From an optimization exercise on the open Yosys and OpenROAD flow, aimed at small area, a short achievable clock period and few clock cycles per item; shortcuts taken in it are not production practice.
Where RTL was checked, it was by simulation tests only, not by an equivalence proof against the original.
Power is estimated from default activity; no workload was simulated.

==> v13 <==
==> flow/design.v (excerpt) <==
module ahbm_dma (
   input  wire          hclk,
   input  wire          hreset,         
   input  wire          cmd_write_i,
   input  wire [2:0]    cmd_burst_i,
   input  wire [31:0]   cmd_addr_i,
   input  wire          cmd_valid_i,
   output wire          busy_o,
   input  wire          hgrant_i,
   output wire          hbusreq_o,
   output wire [1:0]    htrans_o,
   output wire          hwrite_o,
   output wire [2:0]    hsize_o,
   output wire [2:0]    hburst_o,
   output wire [31:0]   haddr_o,
   input  wire          hready_i,
   input  wire [1:0]    hresp_i,
   output wire [31:0]   hwdata_o,
   input  wire [31:0]   hrdata_i
);
   ahbm_top ahbm_top_inst (
      .hclk        (hclk),
      .hreset      (hreset),
      .cmd_write_i (cmd_write_i),
      .cmd_burst_i (cmd_burst_i),
      .cmd_addr_i  (cmd_addr_i),
      .cmd_valid_i (cmd_valid_i),
      .busy_o      (busy_o),
      .hgrant_i    (hgrant_i),
      .hbusreq_o   (hbusreq_o),
      .htrans_o    (htrans_o),
      .hwrite_o    (hwrite_o),
      .hsize_o     (hsize_o),
      .hburst_o    (hburst_o),
      .haddr_o     (haddr_o),
      .hready_i    (hready_i),
      .hwdata_o    (hwdata_o),
      .hrdata_i    (hrdata_i)
   );
endmodule
clock: 3.5 ns
lec_check: 0
cap_margin: 20
core_margin: 2
core_utilization: 68
cts_buf_list: sky130_fd_sc_hd__clkbuf_16
cts_cluster_diameter: 100
cts_cluster_size: 25
setup_slack_margin: 1.6
slew_margin: 20
synth_hierarchical: 1
synth_minimum_keep_size: 0
run.sh (not shown) runs the stock make flow with config.mk's settings and CLKGATE_MAP_FILE= SYNTH_SCRIPT=/design/flow/synth_recipe.tcl, a recipe that flattens the netlist after the stock synthesis.
==> inputs of v32, as changes to v13 <==
--- a/flow/design.v
+++ b/flow/design.v
@@ -30,80 +30,54 @@
    output wire  y
 );
    assign y = ~(a & b & c & d);
 endmodule
 module ahbm_rd_bit (
    input  wire [63:0]  d_i,
    input  wire [7:0]   lo_i,      
    input  wire [7:0]   hi_i,      
-   input  wire         keep_i,    
-   input  wire         hold_a_i,
-   input  wire         hold_b_i,
-   output wire         q_a_o,
-   output wire         q_b_o
+   output wire         q_o
 );
    wire [31:0] g_n;
    wire [7:0]  g;
-   wire [2:0]  f_n;
-   wire        f_a_n, f_b_n;
+   wire [3:0]  f_n;
    for (genvar k = 0; k < 32; k++) begin : g_aoi
       assign g_n[k] = ~((d_i[2*k] & lo_i[(2*k)%8]) | (d_i[2*k+1] & lo_i[(2*k+1)%8]));
    end
    for (genvar k = 0; k < 8; k++) begin : g_nand
       assign g[k] = ~(g_n[4*k] & g_n[4*k+1] & g_n[4*k+2] & g_n[4*k+3]);
    end
-   for (genvar k = 0; k < 3; k++) begin : f_aoi
+   for (genvar k = 0; k < 4; k++) begin : f_aoi
       assign f_n[k] = ~((g[2*k] & hi_i[2*k]) | (g[2*k+1] & hi_i[2*k+1]));
    end
-   assign f_a_n = ~((g[6] & hi_i[6]) | (g[7] & hi_i[7]) | (hold_a_i & keep_i));
-   assign f_b_n = ~((g[6] & hi_i[6]) | (g[7] & hi_i[7]) | (hold_b_i & keep_i));
-   assign q_a_o = ~(f_n[0] & f_n[1] & f_n[2] & f_a_n);
-   assign q_b_o = ~(f_n[0] & f_n[1] & f_n[2] & f_b_n);
+   assign q_o = ~(f_n[0] & f_n[1] & f_n[2] & f_n[3]);
 endmodule
 module ahbm_word_buffer (
    input  wire                             hclk,
    input  wire                             wr_en_i,
    input  wire [7:0]                       wr_lo_i,    
    input  wire [7:0]                       wr_hi_i,    
    input  wire [ahbm_pkg::HDATA_W-1:0]     wr_data_i,
    input  wire [31:0]                      rd_lo_i,    
    input  wire [7:0]                       rd_hi_i,    
-   input  wire                             fetch_i,    
-   output logic [ahbm_pkg::HDATA_W-1:0]    hwdata_o
+   output logic [ahbm_pkg::HDATA_W-1:0]    rd_data_o
 );
    logic [ahbm_pkg::HDATA_W-1:0]   mem [ahbm_pkg::BUF_DEPTH];
-   logic [ahbm_pkg::HDATA_W-1:0]   hwdata_q;      
-   logic [ahbm_pkg::HDATA_W-1:0]   next_a, next_b;
-   logic [7:0]                     rd_hi;
-   assign rd_hi = rd_hi_i & {8{fetch_i}};
-   always_ff @(posedge hclk) begin
-      hwdata_o <= next_a;
-      hwdata_q <= next_b;
-   end
    always_ff @(posedge hclk) begin
       for (int i = 0; i < ahbm_pkg::BUF_DEPTH; i++) begin
          if (wr_en_i && wr_hi_i[i/8] && wr_lo_i[i%8]) mem[i] <= wr_data_i;
       end
    end
    for (genvar b = 0; b < ahbm_pkg::HDATA_W; b++) begin : g_rd
       logic [63:0] col;
       for (genvar i = 0; i < ahbm_pkg::BUF_DEPTH; i++) begin : g_col
          assign col[i] = mem[i][b];
       end
-      ahbm_rd_bit u_rd (
-         .d_i      (col),
-         .lo_i     (rd_lo_i[8*(b/8) +: 8]),
-         .hi_i     (rd_hi),
-         .keep_i   (!fetch_i),
-         .hold_a_i (hwdata_q[b]),
-         .hold_b_i (hwdata_o[b]),
-         .q_a_o    (next_a[b]),
-         .q_b_o    (next_b[b])
-      );
+      ahbm_rd_bit u_rd (.d_i(col), .lo_i(rd_lo_i[8*(b/8) +: 8]), .hi_i(rd_hi_i), .q_o(rd_data_o[b]));
    end
 endmodule
 `default_nettype wire
 `timescale 1ns/1ps
 `default_nettype none
 module ahbm_data_phase (
    input  wire                                hclk,
    input  wire                                hreset,
@@ -112,61 +86,59 @@
    output logic                               busy_q,       
    input  wire [1:0]                          htrans_i,
    input  wire                                hwrite_i,
    input  wire                                last_i,
    input  wire [7:0]                          idx_lo_i,     
    input  wire [7:0]                          idx_hi_i,     
    input  wire                                hready_i,
    input  wire [ahbm_pkg::HDATA_W-1:0]        hrdata_i,
-   output logic                               fetch_o,      
+   output logic [ahbm_pkg::HDATA_W-1:0]       hwdata_o,
    output logic                               buf_wr_en_o,
    output logic [7:0]                         buf_wr_lo_o,
    output logic [7:0]                         buf_wr_hi_o,
-   output logic [ahbm_pkg::HDATA_W-1:0]       buf_wr_data_o
+   output logic [ahbm_pkg::HDATA_W-1:0]       buf_wr_data_o,
+   input  wire [ahbm_pkg::HDATA_W-1:0]        buf_rd_data_i
 );
    logic                            dp_valid;
    logic                            dp_last;
    logic [7:0]                      dp_lo;
-   logic [7:0]                      dp_lo_q;       
    logic [7:0]                      dp_rd_hi;      
-   logic [7:0]                      dp_rd_hi_q;    
-   assign fetch_o = htrans_i[1] && hwrite_i && hready_i;
+   logic [ahbm_pkg::HDATA_W-1:0]    hwdata_q;      
+   logic                            fetch;         
+   assign fetch = htrans_i[1] && hwrite_i && hready_i;
    assign buf_wr_en_o   = hready_i;
    assign buf_wr_lo_o   = dp_lo;
    assign buf_wr_hi_o   = dp_rd_hi;
    assign buf_wr_data_o = hrdata_i;
    function automatic logic busy_next(input logic hold);
       if (!hreset)                              busy_next = 1'b0;
       else if (cmd_valid_i && !busy_q)          busy_next = 1'b1;
       else if (dp_valid && hready_i && dp_last) busy_next = 1'b0;
       else                                      busy_next = hold;
    endfunction
    always_ff @(posedge hclk) begin
-      dp_lo    <= hready_i ? idx_lo_i : dp_lo_q;
-      dp_lo_q  <= hready_i ? idx_lo_i : dp_lo;
       busy_o   <= busy_next(busy_q);
       busy_q   <= busy_next(busy_o);
-   end
-   function automatic logic [7:0] rd_hi_next(input logic [7:0] hold);
-      if (!hreset)        rd_hi_next = '0;
-      else if (hready_i)  rd_hi_next = (htrans_i[1] && !hwrite_i) ? idx_hi_i : 8'b0;
-      else                rd_hi_next = hold;
-   endfunction
-   always_ff @(posedge hclk) begin
-      dp_rd_hi   <= rd_hi_next(dp_rd_hi_q);
-      dp_rd_hi_q <= rd_hi_next(dp_rd_hi);
+      hwdata_o <= fetch ? buf_rd_data_i : hwdata_q;
+      hwdata_q <= fetch ? buf_rd_data_i : hwdata_o;
    end
    always_ff @(posedge hclk) begin
-      if (!hreset)        dp_valid <= 1'b0;
-      else if (hready_i)  dp_valid <= htrans_i[1];
+      if (!hreset) begin
+         dp_valid <= 1'b0;
+         dp_rd_hi <= '0;
+      end else if (hready_i) begin
+         dp_valid <= htrans_i[1];
+         dp_rd_hi <= (htrans_i[1] && !hwrite_i) ? idx_hi_i : 8'b0;
+      end
    end
    always_ff @(posedge hclk) begin
       if (hready_i) begin
          dp_last  <= last_i;
+         dp_lo    <= idx_lo_i;
       end
    end
 endmodule
 `default_nettype wire
 `timescale 1ns/1ps
 `default_nettype none
 module ahbm_sequencer (
    input  wire                                hclk,
@@ -205,16 +177,17 @@
          3'b101:  burst_left = 4'd7;      
          3'b111:  burst_left = 4'd15;     
          default: burst_left = 4'd0;      
       endcase
    endfunction
    assign own         = hready_i ? hgrant_i : own_q;
    assign cmd_accept  = cmd_valid_i && !busy_i;
    assign beat_accept = htrans_q[1] && hready_i;
+   assign last_o      = (beats_left == '0);
    assign step        = beat_accept && !last_o;
    always_ff @(posedge hclk) begin
       if (!hreset) own_q <= hready_i && hgrant_i;
       else         own_q <= own;
    end
    function automatic logic [1:0] htrans_next(input logic [1:0] hold);
       if (!hreset)                     htrans_next = ahbm_pkg::IDLE;
       else if (cmd_accept)             htrans_next = own ? ahbm_pkg::NONSEQ : ahbm_pkg::IDLE;
@@ -247,21 +220,19 @@
          if (cmd_accept)  rd_lo_o[8*k +: 8] <= 8'b1 << cmd_addr_i[4:2];
          else if (step)   rd_lo_o[8*k +: 8] <= {src[6:0], src[7]};
          else             rd_lo_o[8*k +: 8] <= src;
       end
    end
    always_ff @(posedge hclk) begin
       if (cmd_accept) begin
          beats_left <= burst_left(cmd_burst_i);
-         last_o     <= (burst_left(cmd_burst_i) == '0);
          idx_hi_o   <= 8'b1 << cmd_addr_i[7:5];
       end else if (step) begin
          beats_left <= beats_left - 1'b1;
-         last_o     <= (beats_left == ahbm_pkg::BEAT_CNT_W'(1));
          if (rd_lo_o[7]) idx_hi_o <= {idx_hi_o[6:0], idx_hi_o[7]};
       end
    end
 endmodule
 `default_nettype wire
 `timescale 1ns/1ps
 `default_nettype none
 module ahbm_top (
@@ -287,17 +258,17 @@
    logic                             busy_q;
    logic [1:0]                       htrans_q;
    logic                             hwrite_q;
    logic [7:0]                       idx_hi;
    logic [31:0]                      rd_lo;
    logic                             buf_wr_en;
    logic [7:0]                       buf_wr_lo, buf_wr_hi;
    logic [ahbm_pkg::HDATA_W-1:0]     buf_wr_data;
-   logic                             fetch;
+   logic [ahbm_pkg::HDATA_W-1:0]     buf_rd_data;
    assign hsize_o = ahbm_pkg::WORD;
    ahbm_sequencer sequencer_inst (
       .hclk        (hclk),
       .hreset      (hreset),
       .cmd_valid_i (cmd_valid_i),
       .cmd_write_i (cmd_write_i),
       .cmd_burst_i (cmd_burst_i),
       .cmd_addr_i  (cmd_addr_i),
@@ -323,32 +294,32 @@
       .busy_q        (busy_q),
       .htrans_i      (htrans_q),
       .hwrite_i      (hwrite_q),
       .last_i        (last),
       .idx_lo_i      (rd_lo[7:0]),
       .idx_hi_i      (idx_hi),
       .hready_i      (hready_i),
       .hrdata_i      (hrdata_i),
-      .fetch_o       (fetch),
+      .hwdata_o      (hwdata_o),
       .buf_wr_en_o   (buf_wr_en),
       .buf_wr_lo_o   (buf_wr_lo),
       .buf_wr_hi_o   (buf_wr_hi),
-      .buf_wr_data_o (buf_wr_data)
+      .buf_wr_data_o (buf_wr_data),
+      .buf_rd_data_i (buf_rd_data)
    );
    ahbm_word_buffer word_buffer_inst (
       .hclk      (hclk),
       .wr_en_i   (buf_wr_en),
       .wr_lo_i   (buf_wr_lo),
       .wr_hi_i   (buf_wr_hi),
       .wr_data_i (buf_wr_data),
       .rd_lo_i   (rd_lo),
       .rd_hi_i   (idx_hi),
-      .fetch_i   (fetch),
-      .hwdata_o  (hwdata_o)
+      .rd_data_o (buf_rd_data)
    );
 endmodule
 `default_nettype wire
 `timescale 1ns/1ps
 `default_nettype none
 module ahbm_dma (
    input  wire          hclk,
    input  wire          hreset,         
CORE_UTILIZATION = 55   (was 68)
SETUP_SLACK_MARGIN = 1.8   (was 1.6)
==> inputs of v18, as changes to v13 <==
--- a/flow/design.v
+++ b/flow/design.v
@@ -30,80 +30,54 @@
    output wire  y
 );
    assign y = ~(a & b & c & d);
 endmodule
 module ahbm_rd_bit (
    input  wire [63:0]  d_i,
    input  wire [7:0]   lo_i,      
    input  wire [7:0]   hi_i,      
-   input  wire         keep_i,    
-   input  wire         hold_a_i,
-   input  wire         hold_b_i,
-   output wire         q_a_o,
-   output wire         q_b_o
+   output wire         q_o
 );
    wire [31:0] g_n;
    wire [7:0]  g;
-   wire [2:0]  f_n;
-   wire        f_a_n, f_b_n;
+   wire [3:0]  f_n;
    for (genvar k = 0; k < 32; k++) begin : g_aoi
       assign g_n[k] = ~((d_i[2*k] & lo_i[(2*k)%8]) | (d_i[2*k+1] & lo_i[(2*k+1)%8]));
    end
    for (genvar k = 0; k < 8; k++) begin : g_nand
       assign g[k] = ~(g_n[4*k] & g_n[4*k+1] & g_n[4*k+2] & g_n[4*k+3]);
    end
-   for (genvar k = 0; k < 3; k++) begin : f_aoi
+   for (genvar k = 0; k < 4; k++) begin : f_aoi
       assign f_n[k] = ~((g[2*k] & hi_i[2*k]) | (g[2*k+1] & hi_i[2*k+1]));
    end
-   assign f_a_n = ~((g[6] & hi_i[6]) | (g[7] & hi_i[7]) | (hold_a_i & keep_i));
-   assign f_b_n = ~((g[6] & hi_i[6]) | (g[7] & hi_i[7]) | (hold_b_i & keep_i));
-   assign q_a_o = ~(f_n[0] & f_n[1] & f_n[2] & f_a_n);
-   assign q_b_o = ~(f_n[0] & f_n[1] & f_n[2] & f_b_n);
+   assign q_o = ~(f_n[0] & f_n[1] & f_n[2] & f_n[3]);
 endmodule
 module ahbm_word_buffer (
    input  wire                             hclk,
    input  wire                             wr_en_i,
    input  wire [7:0]                       wr_lo_i,    
    input  wire [7:0]                       wr_hi_i,    
    input  wire [ahbm_pkg::HDATA_W-1:0]     wr_data_i,
    input  wire [31:0]                      rd_lo_i,    
    input  wire [7:0]                       rd_hi_i,    
-   input  wire                             fetch_i,    
-   output logic [ahbm_pkg::HDATA_W-1:0]    hwdata_o
+   output logic [ahbm_pkg::HDATA_W-1:0]    rd_data_o
 );
    logic [ahbm_pkg::HDATA_W-1:0]   mem [ahbm_pkg::BUF_DEPTH];
-   logic [ahbm_pkg::HDATA_W-1:0]   hwdata_q;      
-   logic [ahbm_pkg::HDATA_W-1:0]   next_a, next_b;
-   logic [7:0]                     rd_hi;
-   assign rd_hi = rd_hi_i & {8{fetch_i}};
-   always_ff @(posedge hclk) begin
-      hwdata_o <= next_a;
-      hwdata_q <= next_b;
-   end
    always_ff @(posedge hclk) begin
       for (int i = 0; i < ahbm_pkg::BUF_DEPTH; i++) begin
          if (wr_en_i && wr_hi_i[i/8] && wr_lo_i[i%8]) mem[i] <= wr_data_i;
       end
    end
    for (genvar b = 0; b < ahbm_pkg::HDATA_W; b++) begin : g_rd
       logic [63:0] col;
       for (genvar i = 0; i < ahbm_pkg::BUF_DEPTH; i++) begin : g_col
          assign col[i] = mem[i][b];
       end
-      ahbm_rd_bit u_rd (
-         .d_i      (col),
-         .lo_i     (rd_lo_i[8*(b/8) +: 8]),
-         .hi_i     (rd_hi),
-         .keep_i   (!fetch_i),
-         .hold_a_i (hwdata_q[b]),
-         .hold_b_i (hwdata_o[b]),
-         .q_a_o    (next_a[b]),
-         .q_b_o    (next_b[b])
-      );
+      ahbm_rd_bit u_rd (.d_i(col), .lo_i(rd_lo_i[8*(b/8) +: 8]), .hi_i(rd_hi_i), .q_o(rd_data_o[b]));
    end
 endmodule
 `default_nettype wire
 `timescale 1ns/1ps
 `default_nettype none
 module ahbm_data_phase (
    input  wire                                hclk,
    input  wire                                hreset,
@@ -112,61 +86,57 @@
    output logic                               busy_q,       
    input  wire [1:0]                          htrans_i,
    input  wire                                hwrite_i,
    input  wire                                last_i,
    input  wire [7:0]                          idx_lo_i,     
    input  wire [7:0]                          idx_hi_i,     
    input  wire                                hready_i,
    input  wire [ahbm_pkg::HDATA_W-1:0]        hrdata_i,
-   output logic                               fetch_o,      
+   output logic [ahbm_pkg::HDATA_W-1:0]       hwdata_o,
    output logic                               buf_wr_en_o,
    output logic [7:0]                         buf_wr_lo_o,
    output logic [7:0]                         buf_wr_hi_o,
-   output logic [ahbm_pkg::HDATA_W-1:0]       buf_wr_data_o
+   output logic [ahbm_pkg::HDATA_W-1:0]       buf_wr_data_o,
+   input  wire [ahbm_pkg::HDATA_W-1:0]        buf_rd_data_i
 );
    logic                            dp_valid;
    logic                            dp_last;
    logic [7:0]                      dp_lo;
-   logic [7:0]                      dp_lo_q;       
    logic [7:0]                      dp_rd_hi;      
-   logic [7:0]                      dp_rd_hi_q;    
-   assign fetch_o = htrans_i[1] && hwrite_i && hready_i;
+   logic                            fetch;         
+   assign fetch = htrans_i[1] && hwrite_i && hready_i;
    assign buf_wr_en_o   = hready_i;
    assign buf_wr_lo_o   = dp_lo;
    assign buf_wr_hi_o   = dp_rd_hi;
    assign buf_wr_data_o = hrdata_i;
    function automatic logic busy_next(input logic hold);
       if (!hreset)                              busy_next = 1'b0;
       else if (cmd_valid_i && !busy_q)          busy_next = 1'b1;
       else if (dp_valid && hready_i && dp_last) busy_next = 1'b0;
       else                                      busy_next = hold;
    endfunction
    always_ff @(posedge hclk) begin
-      dp_lo    <= hready_i ? idx_lo_i : dp_lo_q;
-      dp_lo_q  <= hready_i ? idx_lo_i : dp_lo;
       busy_o   <= busy_next(busy_q);
       busy_q   <= busy_next(busy_o);
-   end
-   function automatic logic [7:0] rd_hi_next(input logic [7:0] hold);
-      if (!hreset)        rd_hi_next = '0;
-      else if (hready_i)  rd_hi_next = (htrans_i[1] && !hwrite_i) ? idx_hi_i : 8'b0;
-      else                rd_hi_next = hold;
-   endfunction
-   always_ff @(posedge hclk) begin
-      dp_rd_hi   <= rd_hi_next(dp_rd_hi_q);
-      dp_rd_hi_q <= rd_hi_next(dp_rd_hi);
+      if (fetch) hwdata_o <= buf_rd_data_i;
    end
    always_ff @(posedge hclk) begin
-      if (!hreset)        dp_valid <= 1'b0;
-      else if (hready_i)  dp_valid <= htrans_i[1];
+      if (!hreset) begin
+         dp_valid <= 1'b0;
+         dp_rd_hi <= '0;
+      end else if (hready_i) begin
+         dp_valid <= htrans_i[1];
+         dp_rd_hi <= (htrans_i[1] && !hwrite_i) ? idx_hi_i : 8'b0;
+      end
    end
    always_ff @(posedge hclk) begin
       if (hready_i) begin
          dp_last  <= last_i;
+         dp_lo    <= idx_lo_i;
       end
    end
 endmodule
 `default_nettype wire
 `timescale 1ns/1ps
 `default_nettype none
 module ahbm_sequencer (
    input  wire                                hclk,
@@ -191,30 +161,30 @@
 );
    logic                               own_q;         
    logic                               own;           
    logic                               cmd_accept;
    logic                               beat_accept;
    logic                               step;          
    logic [ahbm_pkg::BEAT_CNT_W-1:0]    beats_left;    
    logic                               hbusreq_q;
-   logic [2:0]                         hburst_q;
    logic [ahbm_pkg::HADDR_W-1:0]       haddr_q;
    logic [ahbm_pkg::HADDR_W-1:0]       haddr_d;
    function automatic logic [ahbm_pkg::BEAT_CNT_W-1:0] burst_left(input logic [2:0] burst);
       case (burst)
          3'b011:  burst_left = 4'd3;      
          3'b101:  burst_left = 4'd7;      
          3'b111:  burst_left = 4'd15;     
          default: burst_left = 4'd0;      
       endcase
    endfunction
    assign own         = hready_i ? hgrant_i : own_q;
    assign cmd_accept  = cmd_valid_i && !busy_i;
    assign beat_accept = htrans_q[1] && hready_i;
+   assign last_o      = (beats_left == '0);
    assign step        = beat_accept && !last_o;
    always_ff @(posedge hclk) begin
       if (!hreset) own_q <= hready_i && hgrant_i;
       else         own_q <= own;
    end
    function automatic logic [1:0] htrans_next(input logic [1:0] hold);
       if (!hreset)                     htrans_next = ahbm_pkg::IDLE;
       else if (cmd_accept)             htrans_next = own ? ahbm_pkg::NONSEQ : ahbm_pkg::IDLE;
@@ -231,37 +201,34 @@
    assign haddr_d = cmd_accept ? cmd_addr_i : haddr_q + ahbm_pkg::HADDR_W'(4);
    always_ff @(posedge hclk) begin
       htrans_o  <= htrans_next(htrans_q);
       htrans_q  <= htrans_next(htrans_o);
       hbusreq_o <= hbusreq_next(hbusreq_q);
       hbusreq_q <= hbusreq_next(hbusreq_o);
       hwrite_o  <= cmd_accept ? cmd_write_i : hwrite_q;
       hwrite_q  <= cmd_accept ? cmd_write_i : hwrite_o;
-      hburst_o  <= cmd_accept ? cmd_burst_i : hburst_q;
-      hburst_q  <= cmd_accept ? cmd_burst_i : hburst_o;
+      if (cmd_accept) hburst_o <= cmd_burst_i;
       haddr_o   <= (cmd_accept || step) ? haddr_d : haddr_q;
       haddr_q   <= (cmd_accept || step) ? haddr_d : haddr_o;
    end
    for (genvar k = 0; k < 4; k++) begin : g_rd_lo
       wire [7:0] src = rd_lo_o[8*((k+1)%4) +: 8];
       always_ff @(posedge hclk) begin
          if (cmd_accept)  rd_lo_o[8*k +: 8] <= 8'b1 << cmd_addr_i[4:2];
          else if (step)   rd_lo_o[8*k +: 8] <= {src[6:0], src[7]};
          else             rd_lo_o[8*k +: 8] <= src;
       end
    end
    always_ff @(posedge hclk) begin
       if (cmd_accept) begin
          beats_left <= burst_left(cmd_burst_i);
-         last_o     <= (burst_left(cmd_burst_i) == '0);
          idx_hi_o   <= 8'b1 << cmd_addr_i[7:5];
       end else if (step) begin
          beats_left <= beats_left - 1'b1;
-         last_o     <= (beats_left == ahbm_pkg::BEAT_CNT_W'(1));
          if (rd_lo_o[7]) idx_hi_o <= {idx_hi_o[6:0], idx_hi_o[7]};
       end
    end
 endmodule
 `default_nettype wire
 `timescale 1ns/1ps
 `default_nettype none
 module ahbm_top (
@@ -287,17 +254,17 @@
    logic                             busy_q;
    logic [1:0]                       htrans_q;
    logic                             hwrite_q;
    logic [7:0]                       idx_hi;
    logic [31:0]                      rd_lo;
    logic                             buf_wr_en;
    logic [7:0]                       buf_wr_lo, buf_wr_hi;
    logic [ahbm_pkg::HDATA_W-1:0]     buf_wr_data;
-   logic                             fetch;
+   logic [ahbm_pkg::HDATA_W-1:0]     buf_rd_data;
    assign hsize_o = ahbm_pkg::WORD;
    ahbm_sequencer sequencer_inst (
       .hclk        (hclk),
       .hreset      (hreset),
       .cmd_valid_i (cmd_valid_i),
       .cmd_write_i (cmd_write_i),
       .cmd_burst_i (cmd_burst_i),
       .cmd_addr_i  (cmd_addr_i),
@@ -323,32 +290,32 @@
       .busy_q        (busy_q),
       .htrans_i      (htrans_q),
       .hwrite_i      (hwrite_q),
       .last_i        (last),
       .idx_lo_i      (rd_lo[7:0]),
       .idx_hi_i      (idx_hi),
       .hready_i      (hready_i),
       .hrdata_i      (hrdata_i),
-      .fetch_o       (fetch),
+      .hwdata_o      (hwdata_o),
       .buf_wr_en_o   (buf_wr_en),
       .buf_wr_lo_o   (buf_wr_lo),
       .buf_wr_hi_o   (buf_wr_hi),
-      .buf_wr_data_o (buf_wr_data)
+      .buf_wr_data_o (buf_wr_data),
+      .buf_rd_data_i (buf_rd_data)
    );
    ahbm_word_buffer word_buffer_inst (
       .hclk      (hclk),
       .wr_en_i   (buf_wr_en),
       .wr_lo_i   (buf_wr_lo),
       .wr_hi_i   (buf_wr_hi),
       .wr_data_i (buf_wr_data),
       .rd_lo_i   (rd_lo),
       .rd_hi_i   (idx_hi),
-      .fetch_i   (fetch),
-      .hwdata_o  (hwdata_o)
+      .rd_data_o (buf_rd_data)
    );
 endmodule
 `default_nettype wire
 `timescale 1ns/1ps
 `default_nettype none
 module ahbm_dma (
    input  wire          hclk,
    input  wire          hreset,         
SETUP_SLACK_MARGIN = 1.5   (was 1.6)
==> run notes <==
WP depth - 1
n_diodes - 3
worst hold path startpoint - hrdata_i[24]
post-route cell area - 94400 um2
met3 Usage GRT - 8.16%
outcome - finished clean
Leak - 29.3 nW
Synth Area in Simple Gates - 4.17%
delay-heaviest family, CP - flip-flops
Synth Instances - 4862
That was v13.
==> run notes <==
Synth Area in Simple Gates - 4.25%
delay-heaviest family, CP - compound AO/OA/AOI/OAI gates
outcome - finished clean
n_diodes - 1
worst hold path startpoint - hready_i
Leak - 31.5 nW
Synth Instances - 4674
WP depth - 7
Inverters - 8
setup TNS - 0 ns
met3 Usage GRT - 5.85%
Post-Route Skew - 0.0303 ns
Starting Density - 55.3%
Row Count - 143
worst slack, placed - 0.806 ns
Final Net Count - 5234
Post-synth EDFFs - 2069
That was v32.
==> run notes <==
Leak - 28.0 nW
count of plain and timing-repair buffers in the layout - 492
post-layout util - 75.0%
met3 Usage GRT - 7.47%
WP depth - 1
clock root buffer - clkbuf_16
Row Count - 127
met2 GRT Util - 57.0%
post-placement cell count - 6192
max FFs per register - 2048
post-route cell area - 90300 um2
fraction of area in multi-input gates - 16.0%
Synth Instances - 4558
outcome - finished clean
TritonCTS Buffers - 98
n_diodes - 4
That was v18.
Testbench counts of v18, summed over its fixed seeds: cycles 30,663, beats 17,256.
Only the layout flow was run in v13 and v32; the RTL was not checked for function there.

[re-timing with driven ports]
The flow's constraints put no driver on any port. The routed layouts listed below were extracted and timed again, unchanged, in two steps.
Step 1, drivers: a clkbuf_16 drives hclk and a buf_2 each remaining input, both assumed.
Step 2 also shifts input and output timing later by t, the mid clock arrival at the registers, as if the neighbouring blocks saw the same clock.
Slacks: ideal ports / drivers / drivers and shift; pairs: ideal ports / drivers.
| run | shift t [ns] | setup slack, ns | worst slew at a driven data input, ns |
|---|---|---|---|
| v13 | 0.811 | 1.516 / 1.431 / 0.818 | 0.08 |
| v32 | 0.839 | 1.362 / 1.362 / 0.959 | 0.17 |
| v18 | 0.809 | 1.420 / 1.338 / 0.780 | 0.15 |
After both steps every run listed still meets setup and hold. The setup slack of v13, which loses most, moves by -0.085 ns with the drivers and by -0.698 ns with both steps.
